Source: an optimization exercise on an open RTL-to-GDS flow (aim: small area and a short achievable clock period). Production flows keep margins and buffers that such runs may drop. RTL that was checked went through simulation tests only; none was proved equivalent to the original. No functional check of the RTL was part of runs 1 to 3. No activity file was given, so power comes from the tool's default toggle rates.

==> flow/design.v (outline; a module is shown in full before it is edited, if it fits) <==
// module mul_issue: 36 lines
// module mul_stage: 37 lines
// module mul_tree: 2782 lines
// module mul_result: 48 lines
// module mul_unit: 53 lines
module mul_unit (
    input  logic           clk,
    input  logic           rst_n,
    input  mul_pkg::op_t   op,
    input  mul_pkg::word_t mul_in_a,
    input  mul_pkg::word_t mul_in_b,
    output logic           mul_out_valid,
    output mul_pkg::word_t mul_out
);
  // ...
==> flow/run.sh <==
#!/bin/bash
# synth_recipe.tcl (not shown) runs the flow's synth.tcl, then flattens the netlist and writes it again
# the make line also repeats each setting of config.mk as NAME=value (left out here)
make -C /OpenROAD-flow-scripts/flow DESIGN_CONFIG=/design/flow/config.mk WORK_HOME=/design/flow/orfs CLKGATE_MAP_FILE= SYNTH_SCRIPT=/design/flow/synth_recipe.tcl finish
==> flow/config.mk <==
export PLATFORM = sky130hd
export DESIGN_NAME = mul_unit
export DESIGN_NICKNAME = mul_unit
export VERILOG_FILES = /design/flow/design.v
export SDC_FILE = /design/flow/constraint.sdc
export NUM_CORES = 4
export LEC_CHECK = 0
export ABC_AREA = 1
export CAP_MARGIN = 20
export CORE_MARGIN = 2
export CORE_UTILIZATION = 40
export SLEW_MARGIN = 20
==> flow/constraint.sdc <==
create_clock -name core_clock -period 20.0 [get_ports {clk}]
set_input_delay 4.0000 -clock core_clock [delete_from_list [all_inputs] [get_ports {clk}]]
set_output_delay 4.0000 -clock core_clock [all_outputs]
set_load 0.01 [all_outputs]
==> impl_metrics.ini, run 1 <==
[finish]
num-multi-input-gates = 2902
final_cells = 5396
largest_reg_flops = 96
final_common_cell = inv_1
design.seq.count = 329
area_share_nonclk_buffers_pct = 4.38

[routing]
ant_nets = 0
vias = 29300

[yosys]
synth.top_cell.area_share_pct = 26.5
postSynthCellCount = 4266
syn_area_per_cell_um2 = 8.14
synth-seq-area-share_pct = 19.0

[status]
outcome = timing/DRC/antenna clean

[pwr]
powerDensity_nw_per_um2 = 184
p_sw_share_pct = 52.2
pwr-share-seq_pct = 15.7
clkPwrFrac_pct = 11.2

[global_routing]
grt.overflow.total = 0
grt_pass1_vias = 29700

[floorplanning]
dieArea_um2 = 89200
coreArea_um2 = 86300
rows = 108
fp.dieH_um = 299

[place]
dp_hpwl_mm = 85.2

[clock_tree]
cts-htree-levels = 2
ctsHoldBuffers = 0
insertion_delay_ns = 0.61
post_cts.repair.setup_buffers = 0
clk_path_buf_depth = 3

[sta]
finalHoldViolCount = 0
max_freq_mhz = 170
rsz0062_at_grt = false
worst_slack_ns = 14.11

[setup_path]
critPathLaunchType = register
worstPathRequired_ns = 20.45
path_depth = 15
critPathBufInv = 6

[worst_hold_path]
hold_end = result_i.r_d[2][0]
hp-class = register to register
==> inputs of run 2 (changes only) <==
--- a/flow/config.mk
+++ b/flow/config.mk
@@ -6,7 +6,7 @@
 export NUM_CORES = 4
 export LEC_CHECK = 0
 export ABC_AREA = 1
-export CAP_MARGIN = 20
+export CAP_MARGIN = 50
 export CORE_MARGIN = 2
 export CORE_UTILIZATION = 40
-export SLEW_MARGIN = 20
+export SLEW_MARGIN = 75
==> run 2 against run 1 <==
Against the previous run:
- register-to-register slack gained 0.92 ns
- first-iteration DRC count grew 12%
- wire length grew 0.58%
- largest cell class unchanged
- highest routed layer unchanged
- worst hold slack is essentially flat
- die area is the same
- clock power shrank 2.8%
- largest power group unchanged
- utilization grew 1.0 points
- critical endpoint is now mul_out[12]
==> impl_metrics.ini, run 2 <==
[status]
outcome = timing/DRC/antenna clean

[setup_path]
critPathLaunchType = register
cp.arrival_ns = 1.48
worstPathRequired_ns = 16.00
worstPathMaxFanout = 2
critPathCaptureType = output port
path_cells = clkdlybuf4s50_1
critPathBufInv = 1
cp_slowest_cell = clkdlybuf4s50_1
max_stage_delay_ns = 0.57
critPathKind = register to output port
critical-path-top-delay-family = buffers and inverters

[global_routing]
grt_max_degree = 40
antenna_found_initial = 5
grt_pass1_wl_mm = 181
grt_util_all_layers_pct = 26.6
grt_pass1_vias = 29500
grt.overflow.total = 0

[clock_tree]
clock_sinks = 329
post_cts.repair.setup_buffers = 0
numCtsBuffers = 40
insertion_delay_ns = 0.61
clk_pin_slew_ns = 0.06
cts_resized = 0
clk_path_buf_depth = 3
cts-htree-levels = 2
clockRootBuffer = clkbuf_16
cts_tree = done
ctsHoldBuffers = 0

[yosys]
synth.most_common_cell = inv_1
postSynthCellCount = 4266
synth.top_cell.area_share_pct = 26.5
syn_nets = 4914
synth_edf_count = 0
ys_async_sr_fraction_pct = 0
yosys.area.top_type = fa_1
synth.ff_latch_count = 329
yosysUniqueCellTypes = 39
synthFlopType = dfxtp_1
yosys_warnings = 4
syn_area_per_cell_um2 = 8.14
synth_area_um2 = 34700
yosys-top-cells-area = fa_1 (26%), dfxtp_1 (19%), xor2_1 (13%)
synth-seq-area-share_pct = 19.0
synthTopCellsByCount = inv_1 (725), nand2_1 (716), xor2_1 (525)

[finish]
final_common_cell = inv_1
mostFrequentLayoutCells = inv_1 (712), nand2_1 (708), xor2_1 (516)
diodes = 0
regMostFlops = result_i.r_d
drive_above_1_share_pct = 7.44
nets = 4879
reg_top3 = result_i.r_d: 96 flops, stage_i.sum0_out: 64 flops, stage_i.sum1_out: 63 flops
largest_reg_flops = 96
final_area_um2 = 39000
syn_to_final_growth_pct = 12.2

[place]
gp_congestion = 0.926
port_buffers = 106
dp_hpwl_mm = 86.0
dp_slack_ns = 14.59
place_area_um2 = 37400

[sta]
fin_crit_sh_pct = 27.4
max_freq_mhz = 182
worst_slack_ns = 14.52
min_period_ns = 5.48
setup-violations-final = 0
skew_ns = 0.0266
rsz0062_at_grt = false
whs_ns = 0.320
maxSlewHeadroom_pct = 73.3
drv_slew = 0
setup-tns-final_ns = 0
worst_slew_pin_slew_ns = 0.400
finalHoldViolCount = 0

[routing]
drt_wl_total_mm = 120
drtPass1Iterations = 6
vias = 29500
vias_per_cell = 5.44
drtIter0Drc = 3196
wire_per_inst_um = 22.1
ant_nets = 0
drc = 0

[floorplanning]
ios = 107
dieArea_um2 = 89200
initial_core_util_pct = 40.2
rows = 108
coreArea_um2 = 86300
fp.dieH_um = 299
die_w_um = 299

[pwr]
powerDensity_nw_per_um2 = 181
vdd_ir_drop_max_mv = 0.118
power_leakage_uw = 0.0184
p_total_uw = 7050

[run]
cap_violations = 0

[worst_hold_path]
hp-class = register to register
-- run 2: cell types whose count changed in the layout (fill, tap and decap cells not counted), moves of 8 or more --
cell | before | now
buf_4 | 81 | 18
buf_6 | 0 | 43
buf_8 | 0 | 14
clkbuf_8 | 11 | 20
dfxtp_1 | 328 | 318
o21ai_0 | 117 | 83
o21ai_1 | 8 | 30
o21ai_2 | 8 | 17
xor2_1 | 525 | 516
xor2_2 | 1 | 9
-- run 2: routing by layer --
layer | up-vias | track usage [%] | routed length (µm)
met5 | - | 0 | 8
met4 | 2 | 13.5 | 6830
met3 | 349 | 5.87 | 12500
met2 | 1701 | 41.0 | 52400
met1 | 14100 | 35.3 | 47900
li1 | 13300 | - | -
-- run 2: worst paths after layout --
| check | startpoint | end | slack [ns] | cells after the start |
|---|---|---|---|---|
| max reg2reg | issue_i.b[7] | stage_i.sum1_out[34] | 15.03 | 17 |
| min | result_i.r_d[1][17] | result_i.r_d[2][17] | 0.32 | 0 |
| min reg2reg | result_i.r_d[1][17] | result_i.r_d[2][17] | 0.32 | 0 |
| max | result_i.mul_out[12] | mul_out[12] | 14.52 | 1 |
-- run 2: kinds of logic (layout without fill, tap and decap cells) --
kind of cell / count (synthesis) / count (layout) / synth area share (%)
fa+ha+maj: 574 / 574 / 30.6
xor+xnor: 533 / 533 / 13.5
flops: 329 / 329 / 19.0
mux: 2 / 2 / 0.0577
simple gates: 1067 / 1067 / 12.7
buf+inv: 1035 / 1029 / 11.8
compound gates: 726 / 726 / 12.4
-- run 2: final cells by class --
class | instances | area [µm²]
clock buffers | 50 | 1110
clock inverters | 21 | 295
fillers | 8499 | 47400
inverters | 752 | 2860
multi-input cells | 2902 | 24400
flip-flops and latches | 329 | 6610
well taps | 1155 | 1450
repair buffers | 206 | 2260
-- run 2: metrics by stage --
step	instances	utilization (%)
5_1_grt	5415	45.1
4_1_cts	5410	44.9
3_5_place_dp	5339	43.3
2_1_floorplan	4266	-
3_3_place_gp	5325	42.4
6_report	5415	45.1
-- run 2: where the power goes --
group / internal (µW) / switching (µW) / total [µW]
registers: 994 / 107 / 1100
logic: 1910 / 3270 / 5180
clock network: 451 / 315 / 766
total: 3360 / 3690 / 7050
==> inputs of run 3 (changes only) <==
--- a/flow/config.mk
+++ b/flow/config.mk
@@ -8,5 +8,6 @@
 export ABC_AREA = 1
 export CAP_MARGIN = 50
 export CORE_MARGIN = 2
-export CORE_UTILIZATION = 40
+export CORE_UTILIZATION = 60
+export PLACE_DENSITY = 0.7
 export SLEW_MARGIN = 75
==> run 3 against run 2 <==
Against the previous run:
- via count increased by 1.4%
- die area decreased by 33%
- synthesized area unchanged
- clock power increased by 0.5%
- wire length decreased by 5.2%
- critical path depth unchanged
- utilization increased by 22 points
- non-clock buffer count increased by 3
- critical path type unchanged
- largest cell class unchanged
==> impl_metrics.ini, run 3 <==
[setup_path]
max_stage_delay_ns = 0.56
worstPathRequired_ns = 16.00
path_depth = 1
critPathBufInv = 1
critPathCaptureType = output port
r2r_start = issue_i.b[19]
path_cells = clkdlybuf4s50_1
worstPathMaxFanout = 2
cp_slowest_cell = clkdlybuf4s50_1
ff2ff_setup_slack_ns = 14.98
cp.arrival_ns = 1.45
critPathKind = register to output port
r2r_end = stage_i.sum1_out[35]
reg2reg_depth = 17
critical-path-top-delay-family = buffers and inverters
critPathLaunchType = register

[clock_tree]
clockRootBuffer = clkbuf_16
cts_tree = done
clk_pin_slew_ns = 0.06
clk_path_buf_depth = 3
cts_resized = 0
insertion_delay_ns = 0.60
numCtsBuffers = 38
cts-htree-levels = 2
clock_sinks = 329
post_cts.repair.setup_buffers = 0
ctsHoldBuffers = 0

[routing]
drt_wl_total_mm = 113
wire_per_inst_um = 22.5
drc = 0
ant_nets = 0
drtIter0Drc = 3348
vias_per_cell = 5.94
drtPass1Iterations = 7
vias = 29900

[finish]
nets = 4880
syn_to_final_growth_pct = 10.8
final_common_cell = inv_1
drive_above_1_share_pct = 7.51
largest_reg_flops = 96
regMostFlops = result_i.r_d
utilization_pct = 66.9
fill_cells = 4915
mostFrequentLayoutCells = inv_1 (720), nand2_1 (708), xor2_1 (515)
reg_top3 = result_i.r_d: 96 flops, stage_i.sum0_out: 64 flops, stage_i.sum1_out: 63 flops

[worst_hold_path]
hold_depth = 0
hp-class = register to register
worstHoldStart = result_i.r_d[1][29]
hold_end = result_i.r_d[2][29]

[floorplanning]
ios = 107
die_w_um = 245
rows = 88
dieArea_um2 = 59800
initial_core_util_pct = 60.4
fp.dieH_um = 245
coreArea_um2 = 57500

[pwr]
p_int_uw = 3370
clkPwrFrac_pct = 10.8
powerDensity_nw_per_um2 = 185
pwr-share-seq_pct = 15.4
power_leakage_uw = 0.0184
p_sw_share_pct = 52.5
p_switching_uw = 3730
vdd_ir_drop_max_mv = 0.415
comb_power_share_pct = 73.7

[yosys]
synth-compound-area-share_pct = 12.4
synthTopCellsByCount = inv_1 (725), nand2_1 (716), xor2_1 (525)
syn_nets = 4914
synth_area_um2 = 34700
synth_edf_count = 0
synthFlopType = dfxtp_1
synth_top_family_by_area = adder cells
yosys_warnings = 4
ys_async_sr_fraction_pct = 0
synth.top_cell.area_share_pct = 26.5
synth-seq-area-share_pct = 19.0
yosysUniqueCellTypes = 39
synth-simple-area-share_pct = 12.7
synthXorXnorAreaFrac_pct = 13.5
yosys-top-cells-area = fa_1 (26%), dfxtp_1 (19%), xor2_1 (13%)
synth.ff_latch_count = 329
synth_fa_ha_area_share_pct = 30.6
yosys.area.top_type = fa_1
postSynthCellCount = 4266
synth.most_common_cell = inv_1
syn_area_per_cell_um2 = 8.14
muxShareOfSynthArea_pct = 0.0577

[place]
dp_hpwl_mm = 81.1
gp_congestion = 0.978
port_buffers = 106

[sta]
finalHoldViolCount = 0
setup-violations-final = 0
maxSlewHeadroom_pct = 71.5
setup-tns-final_ns = 0
fin_crit_sh_pct = 27.3
rsz0062_at_grt = false
drv_slew = 0
min_period_ns = 5.45
skew_ns = 0.0451
worst_slew_pin_slew_ns = 0.423
whs_ns = 0.323
max_freq_mhz = 183

[global_routing]
antenna_found_initial = 2
grt_max_degree = 41
grt_pass1_vias = 29800
grt.overflow.total = 0
grt_util_all_layers_pct = 38.2
grt_pass1_wl_mm = 173

[run]
cap_violations = 0

[status]
outcome = timing/DRC/antenna clean
[run 3: cell count changes in the layout (fill, tap and decap cells not counted), sizes merged]
cell      change
buf           +5
bufinv        +2
clkbuf        -2
clkinv        -9
clkinvlp      -5
diode         +4
inv          +11
[run 3: power by group through the flow]
stage               Clock [µW]  Combinational, µW  Sequential [µW]
detailed placement           0               5070             1100
CTS                        783               5080             1090
global route               809               5840             1110
floorplan                    0               3300             1050
finish                     770               5240             1100
global placement             0               4880             1100
[run 3: routing by layer]
metal / routed length (µm) / GRT usage [%]
met5: 0 / 0
met2: 49900 / 59.0
met1: 41000 / 47.4
met4: 7930 / 22.7
met3: 14500 / 11.3
[run 3: worst max path at each step]
stage,start,to,slack (ns)
2_1_floorplan,op[5],issue_i.valid,15.28
3_3_place_gp,issue_i.b[9],stage_i.sum1_out[40],14.55
3_5_place_dp,rst_n,issue_i.valid,14.68
4_1_cts,result_i.mul_out[5],mul_out[5],14.52
5_1_grt,result_i.mul_out[5],mul_out[5],14.51
6_report,result_i.mul_out[29],mul_out[29],14.55
[run 3: area by class of cell]
class | count | area, µm² | area share (%)
Inverter | 752 | 2850 | 7.42
Clock buffer | 50 | 1090 | 2.83
Clock inverter | 20 | 298 | 0.774
Tap cell | 765 | 957 | 2.49
Multi-Input combinational cell | 2902 | 24400 | 63.3
Timing Repair Buffer | 209 | 2290 | 5.96
Sequential cell | 329 | 6610 | 17.2
Antenna cell | 4 | 10.0 | 0.0260
[run 3: logic make-up after synthesis]
kind of cell	count (synthesis)
and+or+nand+nor	1067
muxes	2
AOI/OAI and AO/OA	726
buffers and inverters	1035
DFF	329
adders and majority gates	574
xor gates and xnor gates	533
[run 3: stage by stage]
step	power (µW)	instance area [µm²]	instances	setup WS, ns
floorplan	4350	34700	4266	15.28
global placement	5980	36200	4938	14.55
detailed placement	6180	36800	4949	14.68
CTS	6960	38200	5019	14.52
global route	7760	38500	5027	14.51
finish	7100	38500	5031	14.55
==> module mul_result, before the edit <==
module mul_result #(
    parameter int DELAY = 2
) (
    input  logic            clk,
    input  logic            rst_n,
    input  logic            valid,
    input  logic            sel_hi,
    input  mul_pkg::dword_t sum0,
    input  mul_pkg::dword_t sum1,
    output logic            mul_out_valid,
    output mul_pkg::word_t  mul_out
);
    mul_pkg::dword_t  prod;
    mul_pkg::word_t   word_sel;
    logic [DELAY-1:0] v_d;
    mul_pkg::word_t   r_d [DELAY];
    always_comb begin
        prod     = sum0 + sum1;
        word_sel = sel_hi ? prod[63:32] : prod[31:0];
    end
    always_ff @(posedge clk) begin
        if (!rst_n) begin
            v_d <= '0;
        end else begin
            v_d[0] <= valid;
            for (int k = 1; k < DELAY; k++) begin
                v_d[k] <= v_d[k-1];
            end
        end
    end
    always_ff @(posedge clk) begin
        r_d[0] <= word_sel;
        for (int k = 1; k < DELAY; k++) begin
            r_d[k] <= r_d[k-1];
        end
    end
    always_ff @(posedge clk) begin
        if (!rst_n) begin
            mul_out_valid <= 1'b0;
            mul_out       <= '0;
        end else begin
            mul_out_valid <= v_d[DELAY-1];
            if (v_d[DELAY-1]) begin
                mul_out <= r_d[DELAY-1];
            end
        end
    end
endmodule
==> inputs of run 4 (changes only) <==
--- a/flow/design.v
+++ b/flow/design.v
@@ -2884,8 +2884,32 @@
     mul_pkg::word_t   word_sel;
     logic [DELAY-1:0] v_d;
     mul_pkg::word_t   r_d [DELAY];
+    mul_pkg::dword_t  gen [12];
+    mul_pkg::dword_t  prop [12];
     always_comb begin
-        prod     = sum0 + sum1;
+        gen[0]  = sum0 & sum1;
+        prop[0] = sum0 ^ sum1;
+        for (int l = 1; l <= 6; l++) begin
+            gen[l]  = gen[l-1];
+            prop[l] = prop[l-1];
+            for (int i = 0; i < 64; i++) begin
+                if (((i + 1) % (1 << l)) == 0) begin
+                    gen[l][i]  = gen[l-1][i] | (prop[l-1][i] & gen[l-1][i - (1 << (l-1))]);
+                    prop[l][i] = prop[l-1][i] & prop[l-1][i - (1 << (l-1))];
+                end
+            end
+        end
+        for (int l = 5; l >= 1; l--) begin
+            gen[12-l]  = gen[11-l];
+            prop[12-l] = prop[11-l];
+            for (int i = 0; i < 64; i++) begin
+                if (((i + 1) % (1 << l)) == (1 << (l-1)) && i >= (1 << l)) begin
+                    gen[12-l][i]  = gen[11-l][i] | (prop[11-l][i] & gen[11-l][i - (1 << (l-1))]);
+                    prop[12-l][i] = prop[11-l][i] & prop[11-l][i - (1 << (l-1))];
+                end
+            end
+        end
+        prod = prop[0] ^ {gen[11][62:0], 1'b0};
         word_sel = sel_hi ? prod[63:32] : prod[31:0];
     end
     always_ff @(posedge clk) begin
--- a/flow/config.mk
+++ b/flow/config.mk
@@ -8,6 +8,5 @@
 export ABC_AREA = 1
 export CAP_MARGIN = 50
 export CORE_MARGIN = 2
-export CORE_UTILIZATION = 60
-export PLACE_DENSITY = 0.7
+export CORE_UTILIZATION = 40
 export SLEW_MARGIN = 75
==> run 4 against run 3 <==
Against the previous run:
- setup slack better by 0.0012 ns
- flip-flop and latch count did not move
- die area rose by 35%
- via count down 16%
- combinational power shrank 19%
- total power fell by 13%
- synthesized area down 9.3%
- critical path depth unchanged
- worst hold slack better by 0.0021 ns
- cell count shrank 13%
- fmax is essentially flat
- critical path type unchanged
- cell area shrank 6.8%
- largest cell class unchanged
==> impl_metrics.ini, run 4 <==
[status]
outcome = timing/DRC/antenna clean

[routing]
ant_nets = 0
drtIter0Drc = 2842
wire_per_inst_um = 24.5
vias = 25000
drt_wl_total_mm = 107
drtPass1Iterations = 6
vias_per_cell = 5.70
drc = 0

[clock_tree]
clockRootBuffer = clkbuf_16
cts_resized = 0
numCtsBuffers = 41
cts-htree-levels = 2
cts_tree = done
ctsHoldBuffers = 0
clk_path_buf_depth = 3
clock_sinks = 329
post_cts.repair.setup_buffers = 0
clk_pin_slew_ns = 0.06
insertion_delay_ns = 0.60

[finish]
largest_reg_flops = 96
final_cells = 4380
nets = 3984
syn_to_final_growth_pct = 14.0
regMostFlops = result_i.r_d
mostFrequentLayoutCells = xor2_1 (521), o22ai_1 (511), fa_1 (490)
final_common_cell = xor2_1
reg_top3 = result_i.r_d: 96 flops, stage_i.sum0_out: 64 flops, stage_i.sum1_out: 63 flops
drive_above_1_share_pct = 8.18

[yosys]
synth.ff_latch_count = 329
synthFlopType = dfxtp_1
yosys-top-cells-area = fa_1 (31%), dfxtp_1 (21%), xor2_1 (15%)
syn_nets = 4013
synth-seq-area-share_pct = 20.9
synth.most_common_cell = xor2_1
yosysUniqueCellTypes = 33
synth_area_um2 = 31500
ys_async_sr_fraction_pct = 0
synthTopCellsByCount = xor2_1 (529), o22ai_1 (511), fa_1 (490)
yosys_warnings = 6
synth.top_cell.area_share_pct = 31.2
syn_area_per_cell_um2 = 9.44
postSynthCellCount = 3335
synth_edf_count = 0
yosys.area.top_type = fa_1

[setup_path]
cp.arrival_ns = 1.45
critPathCaptureType = output port
path_cells = clkdlybuf4s50_1
critPathKind = register to output port
worstPathMaxFanout = 2
critPathLaunchType = register
cp_slowest_cell = clkdlybuf4s50_1
worstPathRequired_ns = 16.00
max_stage_delay_ns = 0.55
critical-path-top-delay-family = buffers and inverters
critPathBufInv = 1

[floorplanning]
ios = 107
fp.dieH_um = 284
coreArea_um2 = 77700
die_w_um = 284
dieArea_um2 = 80900
rows = 102
initial_core_util_pct = 40.5

[pwr]
powerDensity_nw_per_um2 = 172
comb_power_share_pct = 68.5
pwr-share-seq_pct = 18.3
p_sw_share_pct = 48.0
power_leakage_uw = 0.0159
vdd_ir_drop_max_mv = 0.0904
clkPwrFrac_pct = 13.2
p_switching_uw = 2960
p_int_uw = 3200
p_total_uw = 6160

[run]
cap_violations = 0

[sta]
drv_slew = 0
skew_ns = 0.0387
setup-tns-final_ns = 0
maxSlewHeadroom_pct = 71.1
rsz0062_at_grt = false
max_freq_mhz = 183
min_period_ns = 5.45
fin_crit_sh_pct = 27.3
finalHoldViolCount = 0
setup-violations-final = 0
worst_slew_pin_slew_ns = 0.430

[global_routing]
grt_pass1_wl_mm = 160
antenna_found_initial = 0
grt_pass1_vias = 25200
grt_max_degree = 41
grt_util_all_layers_pct = 26.2
grt.overflow.total = 0

[place]
dp_hpwl_mm = 72.1
port_buffers = 106
placed_cells = 4297
gp_congestion = 0.943

[worst_hold_path]
hp-class = register to register
run 4: cell types whose count changed in the layout (fill, tap and decap cells not counted), sizes merged, moves of 14 or more:
cell	before	now
nand3	85	27
fa	459	490
a21oi	74	25
inv	752	492
nor2	209	113
nand2	738	226
nor3	14	0
xnor2	7	32
run 4: layout make-up:
class	instances	area (µm²)
Multi-Input combinational cell	2233	22200
Timing Repair Buffer	210	2350
Sequential cell	329	6600
Fill cell	7333	41900
Clock inverter	27	353
Antenna cell	1	2.50
Tap cell	1040	1300
Inverter	491	1880
Clock buffer	49	1140
run 4: path summary, 6_finish.rpt:
path,from,endpoint,slack [ns],cells after the start
worst max register to register,issue_i.b[19],stage_i.sum1_out[33],14.97,17
worst max-delay path,result_i.mul_out[21],mul_out[21],14.55,1
worst min register to register,result_i.r_d[0][16],result_i.r_d[1][16],0.32,0
worst min-delay path,result_i.r_d[0][16],result_i.r_d[1][16],0.32,0
run 4: cells by family after synthesis:
kind of cell               Yosys count  synth area share, %
adders and majority gates          604                 35.7
xor gates and xnor gates           561                 15.6
AOI/OAI and AO/OA                  690                 13.2
muxes                                4                0.127
DFF                                329                 20.9
buffers and inverters              773                 9.56
and+or+nand+nor                    374                 4.82
run 4: through the flow:
| stage | instance area [µm²] | setup slack (ns) | hold WS, ns | utilization [%] |
|---|---|---|---|---|
| after floorplan | 31500 | 15.28 | 0.310 | - |
| after detailed placement | 34200 | 14.63 | 0.312 | 43.9 |
| final | 35900 | 14.55 | 0.325 | 46.1 |
| after global placement | 33400 | 14.66 | 0.310 | 43.0 |
| after CTS | 35600 | 14.51 | 0.324 | 45.9 |
| after global routing | 35900 | 14.48 | 0.327 | 46.1 |
run 4: routing by layer:
layer  global-route usage, %  vias up  part of all wire [%]  routed length [µm]
li1                        -    10700                     -                   -
met4                    12.7        0                   5.2                5570
met2                    38.0     1741                    42               45000
met3                    8.54      310                    13               13800
met1                    35.2    12200                    40               42700
met5                       0        -                     0                   0
run 4: power by group through the flow:
stage	registers (µW)	logic [µW]	clock network, µW
after floorplan	1080	2720	0
after global placement	1130	3980	0
after detailed placement	1130	4160	0
after CTS	1120	4180	832
after global routing	1140	4800	860
final	1130	4220	814
==> inputs of run 5 (changes only) <==
==> flow/flow/run.sh (new file) <==
#!/bin/bash
# The standard layout (the standard.sh: ORFS synthesis through finish, unchanged
# synthesis), with one change: the buffers that ORFS puts on every input and output port
# are sky130_fd_sc_hd__buf_2 instead of the cell buffer_ports picks by default
# (clkdlybuf4s50_1, a delay cell that is both larger and slower).
# make's full output goes to run_standard.log in this folder; ORFS's own per-step logs
# stay under orfs/logs/.
set -euo pipefail
cd "$(dirname "$0")/.."
bash standard.sh BUFFER_PORTS_ARGS="-buffer_cell sky130_fd_sc_hd__buf_2" finish > run_standard.log 2>&1
test -f out/final.def
==> flow/standard.sh (new file) <==
#!/bin/bash
# synth_recipe.tcl (not shown) runs the flow's synth.tcl, then flattens the netlist and writes it again
# the make line also repeats each setting of config.mk as NAME=value (left out here)
make -C /OpenROAD-flow-scripts/flow DESIGN_CONFIG=/design/flow/config.mk WORK_HOME=/design/flow/orfs CLKGATE_MAP_FILE= SYNTH_SCRIPT=/design/flow/synth_recipe.tcl "${@:-finish}"
removed: flow/run.sh
==> run 5 against run 4 <==
Against the previous run:
- synthesized cell count is the same
- critical path depth grew 16
- cell count shrank 0.16%
- synthesized area is the same
- combinational power grew 2%
- cell area shrank 1.7%
- via count shrank 0.93%
- fmax grew 7.8%
- sequential share of layout area grew 0.35 points
- critical path type is now register to register
- critical endpoint is now stage_i.sum1_out[40]
- largest power group unchanged
- highest routed layer is now met5
==> impl_metrics.ini, run 5 <==
[run]
cap_violations = 0

[sta]
finalHoldViolCount = 0
max_freq_mhz = 198
min_period_ns = 5.05
drv_slew = 0
setup-tns-final_ns = 0
setup-violations-final = 0
worst_slew_pin_slew_ns = 0.415
maxSlewHeadroom_pct = 72.3
rsz0062_at_grt = false
skew_ns = 0.0496
fin_crit_sh_pct = 25.3

[clock_tree]
cts_tree = done
insertion_delay_ns = 0.61
numCtsBuffers = 41
clockRootBuffer = clkbuf_16
clk_pin_slew_ns = 0.06
clock_sinks = 329
post_cts.repair.setup_buffers = 0
ctsHoldBuffers = 0
cts-htree-levels = 2
clk_path_buf_depth = 3
cts_resized = 0

[routing]
drtIter0Drc = 2840
drc = 0
wire_per_inst_um = 24.3
drtPass1Iterations = 5
ant_nets = 0
vias = 24700
drt_wl_total_mm = 106
vias_per_cell = 5.65

[place]
port_buffers = 106
place_area_um2 = 33500
gp_congestion = 0.951
dp_hpwl_mm = 71.6

[finish]
final_common_cell = xor2_1
largest_reg_flops = 96
mostFrequentLayoutCells = xor2_1 (524), o22ai_1 (509), fa_1 (490)
final_area_um2 = 35300
drive_above_1_share_pct = 11.0
fill_cells = 7357
reg_top3 = result_i.r_d: 96 flops, stage_i.sum0_out: 64 flops, stage_i.sum1_out: 63 flops
regMostFlops = result_i.r_d
nets = 3979
syn_to_final_growth_pct = 12.1

[floorplanning]
dieArea_um2 = 80900
rows = 102
fp.dieH_um = 284
initial_core_util_pct = 40.5
ios = 107
coreArea_um2 = 77700
die_w_um = 284

[setup_path]
worstPathRequired_ns = 20.50
critPathLaunchType = register
ff2ff_setup_slack_ns = 14.95
cp.arrival_ns = 5.55
worstPathMaxFanout = 29
startpoint = issue_i.b[19]
r2r_start = issue_i.b[19]
critPathCaptureType = register
r2r_end = stage_i.sum1_out[40]
reg2reg_depth = 17
critPathKind = register to register

[worst_hold_path]
hold_end = result_i.r_d[2][29]
hold_depth = 0
hp-class = register to register
worstHoldStart = result_i.r_d[1][29]

[global_routing]
grt_max_degree = 41
grt.overflow.total = 0
antenna_found_initial = 5
grt_pass1_wl_mm = 159
grt_pass1_vias = 24800
grt_util_all_layers_pct = 26.1

[yosys]
synth.most_common_cell = xor2_1
synth.top_cell.area_share_pct = 31.2
synth-seq-area-share_pct = 20.9
yosysUniqueCellTypes = 33
postSynthCellCount = 3335
syn_area_per_cell_um2 = 9.44
synth_area_um2 = 31500
yosys-top-cells-area = fa_1 (31%), dfxtp_1 (21%), xor2_1 (15%)
ys_async_sr_fraction_pct = 0
yosys_warnings = 6
synthTopCellsByCount = xor2_1 (529), o22ai_1 (511), fa_1 (490)
yosys.area.top_type = fa_1
synth_edf_count = 0
syn_nets = 4013
synthFlopType = dfxtp_1
synth.ff_latch_count = 329

[pwr]
power_leakage_uw = 0.0160
vdd_ir_drop_max_mv = 0.117
powerDensity_nw_per_um2 = 177

[status]
outcome = timing/DRC/antenna clean
## run 5: metal layers
metal	vias up	global-route usage [%]	share of wire, %	routed length (µm)
li1	10700	-	-	-
met1	12000	34.4	39	41500
met2	1691	37.7	42	44700
met3	322	10.1	14	14900
met4	2	11.8	4.9	5220
met5	-	0	0.010	11
## run 5: power by group
group | total, µW | leakage (µW) | internal (µW) | switching (µW)
logic | 4310 | 0.0125 | 1740 | 2570
registers | 1140 | 0.00276 | 999 | 137
clock network | 804 | 0.000702 | 486 | 318
total | 6250 | 0.0160 | 3230 | 3020
## run 5: how the worst max path moves through the flow
stage,end
floorplan,issue_i.valid
global placement,stage_i.sum1_out[31]
detailed placement,issue_i.sel_hi
CTS,mul_out[10]
global route,stage_i.sum1_out[36]
finish,stage_i.sum1_out[40]
## run 5: final cells by class
cell class                 instances  area, µm²  share of cell area [%]
antenna                            1       2.50                 0.00710
clock buffer                      54       1190                    3.37
clock inverter                    20        278                   0.788
inverter                         491       1880                    5.32
multi-input combinational       2233      22200                    63.0
sequential                       329       6610                    18.8
tap                             1040       1300                    3.69
timing repair buffer             205       1810                    5.12
## run 5: critical path, stage by stage (launching register included)
cell     delay [ns]
dfxtp_1        0.31
buf_4          0.21
inv_1          0.17
buf_8          0.32
nand2_1        0.15
o21ai_4        0.18
buf_4          0.36
o22ai_1        0.14
xor2_1         0.18
fa_1           0.46
fa_1           0.46
fa_1           0.54
inv_1          0.06
fa_1           0.37
fa_1           0.48
inv_1          0.05
fa_1           0.47
inv_1          0.04
## run 5: cells by family after synthesis
kind of cell | share of synthesized area [%]
xor+xnor | 15.6
flops | 20.9
compound gates | 13.2
buf+inv | 9.56
mux | 0.127
simple gates | 4.82
fa+ha+maj | 35.7
## run 5: stage by stage
step,cells,power (µW),hold WS (ns),util (%),setup WS (ns)
finish,4373,6250,0.319,45.4,14.95
global route,4372,6900,0.327,45.4,14.77
CTS,4365,6200,0.324,45.0,14.94
detailed placement,4291,5360,0.312,43.1,14.98
global placement,4284,5220,0.310,42.3,14.78
floorplan,3335,3800,0.310,-,15.28
==> inputs of run 6 (changes only) <==
==> flow/flow/run.sh (replaced) <==
#!/bin/bash
# The standard layout (the standard.sh, ORFS from the unchanged standard synthesis
# through finish) with two changes:
#  1. after synthesis, polarity2.py re-chooses where the netlist's inverters go around
#     its full adders (a full adder is self-dual, so an adder whose inputs and outputs
#     all pass through inverters can drop them); registers are untouched and the
#     netlist's function is unchanged.
#  2. the buffers ORFS puts on every input and output port are sky130_fd_sc_hd__buf_2
#     instead of the cell buffer_ports picks by default (clkdlybuf4s50_1, a delay cell
#     that is both larger and slower).
# Each tool's full output goes to a log of its own in this folder: run_synth.log,
# run_polarity.log, run_layout.log (ORFS's per-step logs stay under orfs/logs/).
set -euo pipefail
cd "$(dirname "$0")/.."
PORTBUF="BUFFER_PORTS_ARGS=-buffer_cell sky130_fd_sc_hd__buf_2"
bash standard.sh "$PORTBUF" synth > run_synth.log 2>&1
RES=orfs/results/${FLOW_PLATFORM}/mul_unit/base
cp "$RES/1_2_yosys.v" run_1_2_yosys_standard.v
python3 flow/polarity2.py run_1_2_yosys_standard.v "$RES/1_2_yosys.v" > run_polarity.log 2>&1
# make rebuilds 1_synth.odb from the rewritten netlist
rm -f "$RES/1_synth.odb" "$RES/1_synth.sdc"
touch "$RES/1_2_yosys.v"
bash standard.sh "$PORTBUF" finish > run_layout.log 2>&1
test -f out/final.def
==> flow/flow/polarity2.py (new file) <==
#!/usr/bin/env python3
"""Re-choose inverter placement around full adders in a mapped sky130 netlist.

A full adder is self-dual: FA(~a, ~b, ~c) = (~sum, ~cout); and an xor2 becomes an
xnor2 by complementing its output. Yosys's extract_fa leaves many adders whose inputs
and outputs all pass through inverters. This pass removes the netlist's inverters
(except those at ports), chooses for each full adder and xor2/xnor2 whether to use it
complemented so as to need as few inverters as possible (local search), and puts back
one inverter per signal that some load needs complemented. Registers and every other
cell stay as they are, and the netlist's function is unchanged.

usage: polarity2.py IN.v OUT.v
"""
import math
import random
import re
import sys

P = "sky130_fd_sc_hd__"
OUT_PINS = {"X", "Y", "Q", "Q_N", "SUM", "COUT", "HI", "LO"}
INV = {P + "inv_1", P + "inv_2", P + "inv_4", P + "inv_6", P + "inv_8",
       P + "clkinv_1", P + "clkinv_2", P + "clkinv_4"}
FA = {P + "fa_1", P + "fa_2", P + "fa_4"}
XSWAP = {P + "xor2_1": P + "xnor2_1", P + "xnor2_1": P + "xor2_1",
         P + "xor2_2": P + "xnor2_2", P + "xnor2_2": P + "xor2_2",
         P + "xor2_4": P + "xnor2_4", P + "xnor2_4": P + "xor2_4"}

src = open(sys.argv[1]).read()
cell_re = re.compile(r"^  (\S+) (\S+(?: )?) \((.*?)\n  \);\n", re.S | re.M)
pin_re = re.compile(r"\.(\w+)\(([^()]*)\)")
m = list(cell_re.finditer(src))
head = src[:m[0].start()]
tail = src[m[-1].end():]
for a, b in zip(m, m[1:]):
    assert src[a.end():b.start()].strip() == "", src[a.end():b.start()][:200]

cells = {}
order = []
for x in m:
    typ, name, body = x.group(1), x.group(2).strip(), x.group(3)
    pins = {p: n.strip() for p, n in pin_re.findall(body)}
    cells[name] = [typ, pins]
    order.append(name)

ports = set()
for hi, lo, nm in re.findall(r"^\s*(?:input|output)\s+(?:\[(\d+):(\d+)\]\s+)?(\S+);", head, re.M):
    if hi:
        ports.update(f"{nm}[{i}]" for i in range(int(lo), int(hi) + 1))
    else:
        ports.add(nm)

drv = {}
for name, (typ, pins) in cells.items():
    for p, n in pins.items():
        if p in OUT_PINS:
            drv[n] = (name, p)

# inverters this pass may remove: not touching a port
I = {c for c, (t, pins) in cells.items()
     if t in INV and pins["A"] not in ports and pins["Y"] not in ports}

def source(n):
    par = 0
    while n in drv and drv[n][0] in I:
        n = cells[drv[n][0]][1]["A"]
        par ^= 1
    return n, par

def flippable(c):
    t, pins = cells[c]
    if t not in FA and t not in XSWAP:
        return False
    return all(n not in ports for p, n in pins.items() if p in OUT_PINS)

# signals: net -> list of (cell, pin, parity)
loads = {}
for c, (t, pins) in cells.items():
    if c in I:
        continue
    for p, n in pins.items():
        if p in OUT_PINS:
            continue
        s, par = source(n)
        loads.setdefault(s, []).append((c, p, par))

var = {c: 0 for c in cells if c not in I and flippable(c)}
# signals each variable touches
touch = {c: set() for c in var}
for s, ld in loads.items():
    d = drv.get(s)
    if d and d[0] in var:
        touch[d[0]].add(s)
    for c, p, par in ld:
        if c in var and cells[c][0] in FA:
            touch[c].add(s)

def cost(s):
    d = drv.get(s)
    prod = var.get(d[0], 0) if d else 0
    for c, p, par in loads[s]:
        need = par ^ (var[c] if c in var and cells[c][0] in FA else 0)
        if need != prod:
            return 1
    return 0

total = sum(cost(s) for s in loads)
start = total
best = total
best_var = dict(var)
names = sorted(var)
rng = random.Random(1)
T = 0.6
steps = 60 * len(names)
for k in range(steps):
    c = rng.choice(names)
    sig = touch[c]
    before = sum(cost(s) for s in sig)
    var[c] ^= 1
    after = sum(cost(s) for s in sig)
    d = after - before
    temp = T * (1 - k / steps) + 1e-3
    if d <= 0 or rng.random() < math.exp(-d / temp):
        total += d
        if total < best:
            best = total
            best_var = dict(var)
    else:
        var[c] ^= 1
var = best_var
n_removed = len(I)
print(f"polarity2: inverters {n_removed} removable, {start} before search, {best} after",
      file=sys.stderr)

# rebuild
for c in I:
    del cells[c]
order = [c for c in order if c not in I]
new_wires = []
cnt = [0]
inv_net = {}
def inverted(s):
    if s not in inv_net:
        cnt[0] += 1
        y = f"_pol{cnt[0]}_"
        new_wires.append(y)
        name = f"_polinv{cnt[0]}_"
        cells[name] = [P + "inv_1", {"A": s, "Y": y}]
        order.append(name)
        inv_net[s] = y
    return inv_net[s]

for s, ld in loads.items():
    d = drv.get(s)
    prod = var.get(d[0], 0) if d else 0
    for c, p, par in ld:
        need = par ^ (var[c] if c in var and cells[c][0] in FA else 0)
        cells[c][1][p] = s if need == prod else inverted(s)

for c, v in var.items():
    if v and cells[c][0] in XSWAP:
        t, pins = cells[c]
        nt = XSWAP[t]
        op = [p for p in pins if p in OUT_PINS][0]
        np = "Y" if "xnor" in nt else "X"
        net = pins.pop(op)
        pins[np] = net
        cells[c][0] = nt

out = [head.rstrip("\n")]
for w in new_wires:
    out.append(f"  wire {w};")
def esc(n):
    return n + " " if n.startswith("\\") else n
for name in order:
    typ, pins = cells[name]
    body = ",\n".join(f"    .{p}({esc(n)})" for p, n in pins.items())
    out.append(f"  {typ} {esc(name)} (\n{body}\n  );")
out.append(tail.lstrip("\n"))
open(sys.argv[2], "w").write("\n".join(out))
==> run 6 against run 5 <==
Against the previous run:
- register-to-register slack got worse by 0.02 ns
- critical path type is now register to output port
- worst hold slack got worse by 0.0053 ns
- largest cell class unchanged
- setup slack got worse by 0.021 ns
- global-route usage fell by 1.2 points
- clock power barely moved
- still clean
- sequential power barely moved
- via count fell by 5.2%
==> impl_metrics.ini, run 6 <==
[place]
gp_congestion = 0.877
port_buffers = 106
dp_hpwl_mm = 67.9
dp_slack_ns = 15.02

[setup_path]
worstPathRequired_ns = 16.00
ff2ff_setup_slack_ns = 14.93
critPathBufInv = 1
max_stage_delay_ns = 0.34
critical-path-top-delay-family = flip-flops
worstPathMaxFanout = 2
cp_slowest_cell = dfxtp_1
critPathLaunchType = register
critPathCaptureType = output port
r2r_end = stage_i.sum1_out[27]
r2r_start = issue_i.b[3]
reg2reg_depth = 13
critPathKind = register to output port
path_cells = buf_2
cp.arrival_ns = 1.08

[floorplanning]
initial_core_util_pct = 40.3
fp.dieH_um = 281
ios = 107
rows = 101
dieArea_um2 = 78800
die_w_um = 281
coreArea_um2 = 75900

[global_routing]
grt_max_degree = 39
grt_util_all_layers_pct = 24.9
grt.overflow.total = 0
grt_pass1_wl_mm = 149
grt_pass1_vias = 24300
antenna_found_initial = 2

[clock_tree]
cts_tree = done
cts-htree-levels = 2
clock_sinks = 329
numCtsBuffers = 42
ctsHoldBuffers = 0
post_cts.repair.setup_buffers = 0
cts_resized = 0
clk_pin_slew_ns = 0.06
clk_path_buf_depth = 3
clockRootBuffer = clkbuf_16
insertion_delay_ns = 0.60

[routing]
drt_wl_total_mm = 96.6
drtPass1Iterations = 5
vias_per_cell = 5.64
wire_per_inst_um = 23.3
ant_nets = 0
drc = 0
drtIter0Drc = 2193
vias = 23400

[pwr]
p_switching_uw = 2800
p_int_uw = 3300
powerDensity_nw_per_um2 = 178
comb_power_share_pct = 68.7
power_leakage_uw = 0.0147
pwr-share-seq_pct = 18.2
vdd_ir_drop_max_mv = 0.139
clkPwrFrac_pct = 13.1
p_total_uw = 6100
p_sw_share_pct = 45.9

[worst_hold_path]
worstHoldStart = result_i.r_d[1][15]
hp-class = register to register
hold_end = result_i.r_d[2][15]
hold_depth = 0

[finish]
nets = 3771
diodes = 0
fill_cells = 7164
regMostFlops = result_i.r_d
seqCellArea_um2 = 6610
mostFrequentLayoutCells = o22ai_1 (511), fa_1 (488), xor2_1 (447)
largest_reg_flops = 96
utilization_pct = 45.2
reg_top3 = result_i.r_d: 96 flops, stage_i.sum0_out: 64 flops, stage_i.sum1_out: 63 flops
syn_to_final_growth_pct = 12.0
drive_above_1_share_pct = 11.6
multi_input_area_um2 = 22200
final_common_cell = o22ai_1

[run]
cap_violations = 0

[sta]
fin_crit_sh_pct = 25.4
setup-violations-final = 0
worst_slack_ns = 14.92
maxSlewHeadroom_pct = 72.5
setup-tns-final_ns = 0
worst_slew_pin_slew_ns = 0.409
rsz0062_at_grt = false
skew_ns = 0.0283
min_period_ns = 5.08
drv_slew = 0
max_freq_mhz = 197
finalHoldViolCount = 0

[yosys]
syn_area_per_cell_um2 = 9.84
synth_area_um2 = 30600
yosys_warnings = 6
syn_nets = 3793
postSynthCellCount = 3115

[status]
outcome = timing/DRC/antenna clean
run 6: through the flow:
| stage | hold slack, ns | instance area (µm²) | cells |
|---|---|---|---|
| after global routing | 0.329 | 34300 | 4152 |
| after global placement | 0.311 | 32100 | 4062 |
| after floorplan | 0.310 | 30600 | 3115 |
| after CTS | 0.315 | 34200 | 4149 |
| after detailed placement | 0.312 | 32700 | 4076 |
| final | 0.314 | 34300 | 4152 |
run 6: power by group through the flow:
| stage | combinational (µW) | sequential (µW) | clock (µW) |
|---|---|---|---|
| final | 4190 | 1110 | 801 |
| after detailed placement | 4200 | 1120 | 0 |
| after global routing | 4820 | 1130 | 853 |
| after CTS | 4210 | 1110 | 830 |
| after global placement | 4050 | 1120 | 0 |
| after floorplan | 2920 | 1080 | 0 |
run 6: worst max path at each step:
stage	endpoint	startpoint	depth (start not counted)	slack (ns)
after global routing	stage_i.sum1_out[27]	issue_i.b[3]	13	14.72
after global placement	stage_i.sum1_out[27]	issue_i.b[3]	13	14.54
after CTS	mul_out[22]	result_i.mul_out[22]	1	14.89
after floorplan	issue_i.valid	op[5]	3	15.28
final	mul_out[22]	result_i.mul_out[22]	1	14.92
after detailed placement	stage_i.sum1_out[36]	issue_i.b[13]	15	15.02
run 6: cell type report:
cell class	instances	share of cell area, %
clock buffers	54	3.43
repair buffers	216	5.19
multi-input cells	2233	64.6
flip-flops and latches	329	19.2
well taps	1030	3.75
clock inverters	19	0.824
inverters	271	2.98
run 6: per-layer routing:
metal / track usage [%] / share of wire (%) / vias up
li1: - / - / 10200
met1: 32.9 / 40 / 11600
met2: 39.8 / 46 / 1285
met3: 5.30 / 9.7 / 269
met4: 10.1 / 4.4 / 0
met5: 0 / 0 / -

[re-timing with driven ports]
The results above use ideal ports. As a check the final layouts listed here were re-extracted and re-timed, cells and wires unchanged. Step 1 (the two cells are an assumption about what drives the block):
set clk [get_ports {clk}]
set_driving_cell -lib_cell sky130_fd_sc_hd__clkbuf_16 $clk
set_driving_cell -lib_cell sky130_fd_sc_hd__buf_2 [delete_from_list [all_inputs] $clk]
Step 2 times the ports against the registers' clock, not the clock port: input delays grow and output delays shrink by t, the midpoint of the rising clock arrivals with the driver on. a / b / c = ideal ports / drivers / drivers and shift; a / b = the first two.
run	t (ns)	setup WS [ns]	worst hold slack (ns)	clock arrival spread, ns
run 1	0.660	14.112 / 14.112 / 14.112	0.321 / 0.321 / 0.321	0.034 / 0.034
run 2	0.659	14.520 / 14.454 / 14.566	0.320 / 0.320 / 0.320	0.027 / 0.027
run 3	0.635	14.549 / 14.490 / 14.684	0.323 / 0.323 / 0.323	0.046 / 0.045
run 4	0.649	14.550 / 14.485 / 14.659	0.325 / 0.325 / 0.325	0.039 / 0.039
run 5	0.650	14.945 / 14.897 / 14.945	0.319 / 0.319 / 0.319	0.050 / 0.050
run 6	0.644	14.924 / 14.864 / 14.933	0.314 / 0.314 / 0.314	0.031 / 0.032
After both steps setup and hold are still met in every run listed.
